Background: an optimization exercise with open tools, aiming at small area. Do not read the settings as production practice. Where RTL was checked, it was by simulation tests only, not by an equivalence proof against the original. Power is estimated from default activity; no workload was simulated.

// ray_gen
module ray_gen
#(
  parameter int WIDTH  = 320,
  parameter int HEIGHT = 240
) (
  input  logic                            clk,
  input  logic                            reset,
  input  logic                            i_start,
  input  logic signed [0:2][31:0]         i_eye,
  input  logic signed [0:2][31:0]         i_base,
  input  logic signed [0:2][31:0]         i_du,
  input  logic signed [0:2][31:0]         i_dv,
  output logic signed [0:1][0:2][31:0]    o_ray,
  output logic                            o_valid,
  input  logic                            i_ready,
  output logic [$clog2(WIDTH+1)-1:0]      o_px,
  output logic [$clog2(HEIGHT+1)-1:0]     o_py,
  output logic                            o_last,
  output logic                            o_busy,
  output logic                            o_done,
  output logic                            o_overflow
);
  localparam int PXW = $clog2(WIDTH + 1);
  localparam int PYW = $clog2(HEIGHT + 1);
  localparam logic [PXW-1:0] PX_LAST = PXW'(WIDTH - 1);
  localparam logic [PYW-1:0] PY_LAST = PYW'(HEIGHT - 1);
  logic            run;
  ray_pkg::vec3_t  eye_q;
  ray_pkg::vec3_t  du_q;
  ray_pkg::vec3_t  dv_q;
  ...
Size: about 1500 cells after synthesis, ~500 flip-flops, ~22000 um^2 of cells after synthesis.
==> module fip_32_adder, before the edit <==
module fip_32_adder (
  input  logic signed [31:0] a,
  input  logic signed [31:0] b,
  output logic signed [31:0] sum,
  output logic               overflow
);
  localparam int N = 32;
  localparam int L = 5;   
  logic [N-1:0] p;
  logic [N-1:0] g;
  logic [N-1:0] gu [0:L];
  logic [N-1:0] pu [0:L];
  logic [N-1:0] gd [0:L-1];
  logic [N-1:0] pd [0:L-1];
  assign p = a ^ b;
  assign g = a & b;
  assign gu[0] = g;
  assign pu[0] = p;
  for (genvar l = 0; l < L; l++) begin : g_up
    for (genvar i = 0; i < N; i++) begin : g_bit
      if ((i + 1) % (2 << l) == 0) begin : g_node
        assign gu[l+1][i] = gu[l][i] | (pu[l][i] & gu[l][i - (1 << l)]);
        assign pu[l+1][i] = pu[l][i] & pu[l][i - (1 << l)];
      end else begin : g_pass
        assign gu[l+1][i] = gu[l][i];
        assign pu[l+1][i] = pu[l][i];
      end
    end
  end
  for (genvar k = 0; k < L - 1; k++) begin : g_dn
    localparam int l = L - 2 - k;
    for (genvar i = 0; i < N; i++) begin : g_bit
      if (((i + 1) % (2 << l) == (1 << l)) && (i >= (2 << l))) begin : g_node
        if (k == 0) begin : g_first
          assign gd[k][i] = gu[L][i] | (pu[L][i] & gu[L][i - (1 << l)]);
          assign pd[k][i] = pu[L][i] & pu[L][i - (1 << l)];
        end else begin : g_next
          assign gd[k][i] = gd[k-1][i] | (pd[k-1][i] & gd[k-1][i - (1 << l)]);
          assign pd[k][i] = pd[k-1][i] & pd[k-1][i - (1 << l)];
        end
      end else begin : g_pass
        if (k == 0) begin : g_first
          assign gd[k][i] = gu[L][i];
          assign pd[k][i] = pu[L][i];
        end else begin : g_next
          assign gd[k][i] = gd[k-1][i];
          assign pd[k][i] = pd[k-1][i];
        end
      end
    end
  end
  assign sum[0] = p[0];
  for (genvar i = 1; i < N; i++) begin : g_sum
    assign sum[i] = p[i] ^ gd[L-2][i-1];
  end
  assign overflow = (a[31] == b[31]) && (sum[31] != a[31]);
endmodule
==> module ray_gen, before the edit <==
module ray_gen
#(
  parameter int WIDTH  = 320,
  parameter int HEIGHT = 240
) (
  input  logic                            clk,
  input  logic                            reset,
  input  logic                            i_start,
  input  logic signed [0:2][31:0]         i_eye,
  input  logic signed [0:2][31:0]         i_base,
  input  logic signed [0:2][31:0]         i_du,
  input  logic signed [0:2][31:0]         i_dv,
  output logic signed [0:1][0:2][31:0]    o_ray,
  output logic                            o_valid,
  input  logic                            i_ready,
  output logic [$clog2(WIDTH+1)-1:0]      o_px,
  output logic [$clog2(HEIGHT+1)-1:0]     o_py,
  output logic                            o_last,
  output logic                            o_busy,
  output logic                            o_done,
  output logic                            o_overflow
);
  localparam int PXW = $clog2(WIDTH + 1);
  localparam int PYW = $clog2(HEIGHT + 1);
  localparam logic [PXW-1:0] PX_LAST = PXW'(WIDTH - 1);
  localparam logic [PYW-1:0] PY_LAST = PYW'(HEIGHT - 1);
  logic            run;
  ray_pkg::vec3_t  eye_q;
  ray_pkg::vec3_t  du_q;
  ray_pkg::vec3_t  dv_q;
  ray_pkg::vec3_t  dir_q;
  ray_pkg::vec3_t  row_base_q;
  ray_pkg::vec3_t  add_a;
  ray_pkg::vec3_t  add_b;
  ray_pkg::vec3_t  add_sum;
  logic            add_ovf;
  logic row_end;
  logic last_px;
  logic run_d;
  logic row_end_d;
  logic sel_dir;    
  logic sel_row;    
  assign last_px = row_end && (o_py == PY_LAST);
  assign add_a = ({96{sel_dir}} & dir_q) | ({96{sel_row}} & row_base_q) | ({96{!run}} & i_base);
  assign add_b = ({96{sel_dir}} & du_q) | ({96{sel_row}} & dv_q);
  ray_gen_vec3_add u_add (
    .a        (add_a),
    .b        (add_b),
    .sum      (add_sum),
    .overflow (add_ovf)
  );
  assign o_ray[0] = eye_q;
  assign o_ray[1] = dir_q;
  assign o_valid  = run;
  assign o_busy   = run;
  assign o_last   = last_px;
  always_comb begin
    if (!run) begin
      run_d     = i_start;
      row_end_d = (WIDTH == 1);
    end else if (i_ready) begin
      run_d     = !last_px;
      row_end_d = row_end ? (WIDTH == 1) : (o_px == PX_LAST - 1'b1);
    end else begin
      run_d     = 1'b1;
      row_end_d = row_end;
    end
  end
  always_ff @(posedge clk or posedge reset) begin
    if (reset) begin
      run        <= 1'b0;
      sel_dir    <= 1'b0;
      sel_row    <= 1'b0;
      o_done     <= 1'b0;
      o_overflow <= 1'b0;
    end else begin
      run     <= run_d;
      sel_dir <= run_d && !row_end_d;
      sel_row <= run_d && row_end_d;
      o_done  <= run && i_ready && last_px;
      if (!run) begin
        if (i_start) o_overflow <= 1'b0;
      end else if (i_ready && !last_px) begin
        o_overflow <= o_overflow | add_ovf;
      end
    end
  end
  always_ff @(posedge clk) begin
    if (!run) begin
      eye_q <= i_eye;
      du_q  <= i_du;
      dv_q  <= i_dv;
      dir_q <= add_sum;
      o_px  <= '0;
      o_py  <= '0;
    end else if (i_ready) begin
      dir_q <= add_sum;
      if (row_end) begin
        o_px <= '0;
        o_py <= o_py + 1'b1;
      end else begin
        o_px <= o_px + 1'b1;
      end
    end
  end
  always_ff @(posedge clk) begin
    row_end <= row_end_d;
    if (o_px == '0) row_base_q <= dir_q;
  end
endmodule
export LEC_CHECK = 0
export CAP_MARGIN = 20
export CORE_MARGIN = 2
export CORE_UTILIZATION = 40
export CTS_BUF_LIST = sky130_fd_sc_hd__clkbuf_8
export CTS_CLUSTER_DIAMETER = 60
export CTS_CLUSTER_SIZE = 16
export SLEW_MARGIN = 20
create_clock -name core_clock -period 5.0 [get_ports {clk}]
standard.sh (not shown) runs the stock make flow with config.mk's settings and CLKGATE_MAP_FILE= SYNTH_SCRIPT=/design/flow/synth_recipe.tcl, a recipe that flattens the netlist after the stock synthesis.
==> flow/flow/run.sh <==
#!/bin/bash
set -euo pipefail
export BUFFER_PORTS_ARGS="-buffer_cell sky130_fd_sc_hd__buf_1"
bash standard.sh > standard.log 2>&1
The first run ran to the end with no violations.
==> next run, changes <==
--- a/flow/design.v
+++ b/flow/design.v
@@ -22,8 +22,11 @@
   logic [N-1:0] pu [0:L];
   logic [N-1:0] gd [0:L-1];
   logic [N-1:0] pd [0:L-1];
-  assign p = a ^ b;
-  assign g = a & b;
+  logic [N-1:0] an, bn, sn;
+  assign an = ~a;
+  assign bn = ~b;
+  assign p = an ^ bn;
+  assign g = {an[N-1:1] & bn[N-1:1], (an[0] & bn[0]) | (an[0] ^ bn[0])};
   assign gu[0] = g;
   assign pu[0] = p;
   for (genvar l = 0; l < L; l++) begin : g_up
@@ -59,10 +62,11 @@
       end
     end
   end
-  assign sum[0] = p[0];
+  assign sn[0] = ~p[0];
   for (genvar i = 1; i < N; i++) begin : g_sum
-    assign sum[i] = p[i] ^ gd[L-2][i-1];
-  end
+    assign sn[i] = p[i] ^ gd[L-2][i-1];
+  end
+  assign sum = ~sn;
   assign overflow = (a[31] == b[31]) && (sum[31] != a[31]);
 endmodule
 module ray_gen_vec3_add
@@ -126,8 +130,13 @@
   logic sel_dir;    
   logic sel_row;    
   assign last_px = row_end && (o_py == PY_LAST);
-  assign add_a = ({96{sel_dir}} & dir_q) | ({96{sel_row}} & row_base_q) | ({96{!run}} & i_base);
-  assign add_b = ({96{sel_dir}} & du_q) | ({96{sel_row}} & dv_q);
+  logic a_dir, a_row, b_du, b_dv;
+  assign a_dir = sel_dir | (sel_row & !i_ready);
+  assign a_row = sel_row & i_ready;
+  assign b_du  = sel_dir & i_ready;
+  assign b_dv  = sel_row & i_ready;
+  assign add_a = ({96{a_dir}} & dir_q) | ({96{a_row}} & row_base_q) | ({96{!run}} & i_base);
+  assign add_b = ({96{b_du}} & du_q) | ({96{b_dv}} & dv_q);
   ray_gen_vec3_add u_add (
     .a        (add_a),
     .b        (add_b),
@@ -175,11 +184,9 @@
       eye_q <= i_eye;
       du_q  <= i_du;
       dv_q  <= i_dv;
-      dir_q <= add_sum;
       o_px  <= '0;
       o_py  <= '0;
     end else if (i_ready) begin
-      dir_q <= add_sum;
       if (row_end) begin
         o_px <= '0;
         o_py <= o_py + 1'b1;
@@ -190,6 +197,7 @@
   end
   always_ff @(posedge clk) begin
     row_end <= row_end_d;
+    dir_q   <= add_sum;
     if (o_px == '0) row_base_q <= dir_q;
   end
 endmodule
- The new run completed without violations
- clock-buffer cell count fell by 4
- clock skew is about the same
- non-clock buffer count goes up by 33
- global-route usage came out higher by 1.4 points
- via count decreases by a few percent
- first-iteration DRC count climbs by well over a third
- sequential cell count is unchanged
- sequential power decreases by a few percent
- area after synthesis decreases by a few percent
For the first run of this note, only the layout was checked, not whether the RTL still works.

## separate check: timing with driven ports
The results above use ideal ports. As a check the final layouts listed here were re-extracted and re-timed, cells and wires unchanged. Step 1 (the two cells are an assumption about what drives the block):
set clk [get_ports {clk}]
set_driving_cell -lib_cell sky130_fd_sc_hd__clkbuf_16 $clk
set_driving_cell -lib_cell sky130_fd_sc_hd__buf_2 [delete_from_list [all_inputs] $clk]
Step 2 times the ports against the registers' clock, not the clock port: input delays grow and output delays shrink by t, the midpoint of the rising clock arrivals with the driver on. Three values: ideal ports, drivers, drivers and shift; two values: the first two.
run | t, ns | setup slack, ns | clock arrival spread, ns | worst register clock-pin slew, ns | worst slew at a driven data input, ns
the first run | 0.678 | 0.338 / 0.338 / 0.141 | 0.038 / 0.038 | 0.10 / 0.10 | 0.10
the second run | 0.694 | 0.366 / 0.393 / -0.300 | 0.039 / 0.039 | 0.11 / 0.11 | 0.13
Met with ideal ports but missed after step 2: setup timing in the second run. The setup slack of the second run, which loses most, moves by +0.027 ns with the drivers and by -0.666 ns with both steps.
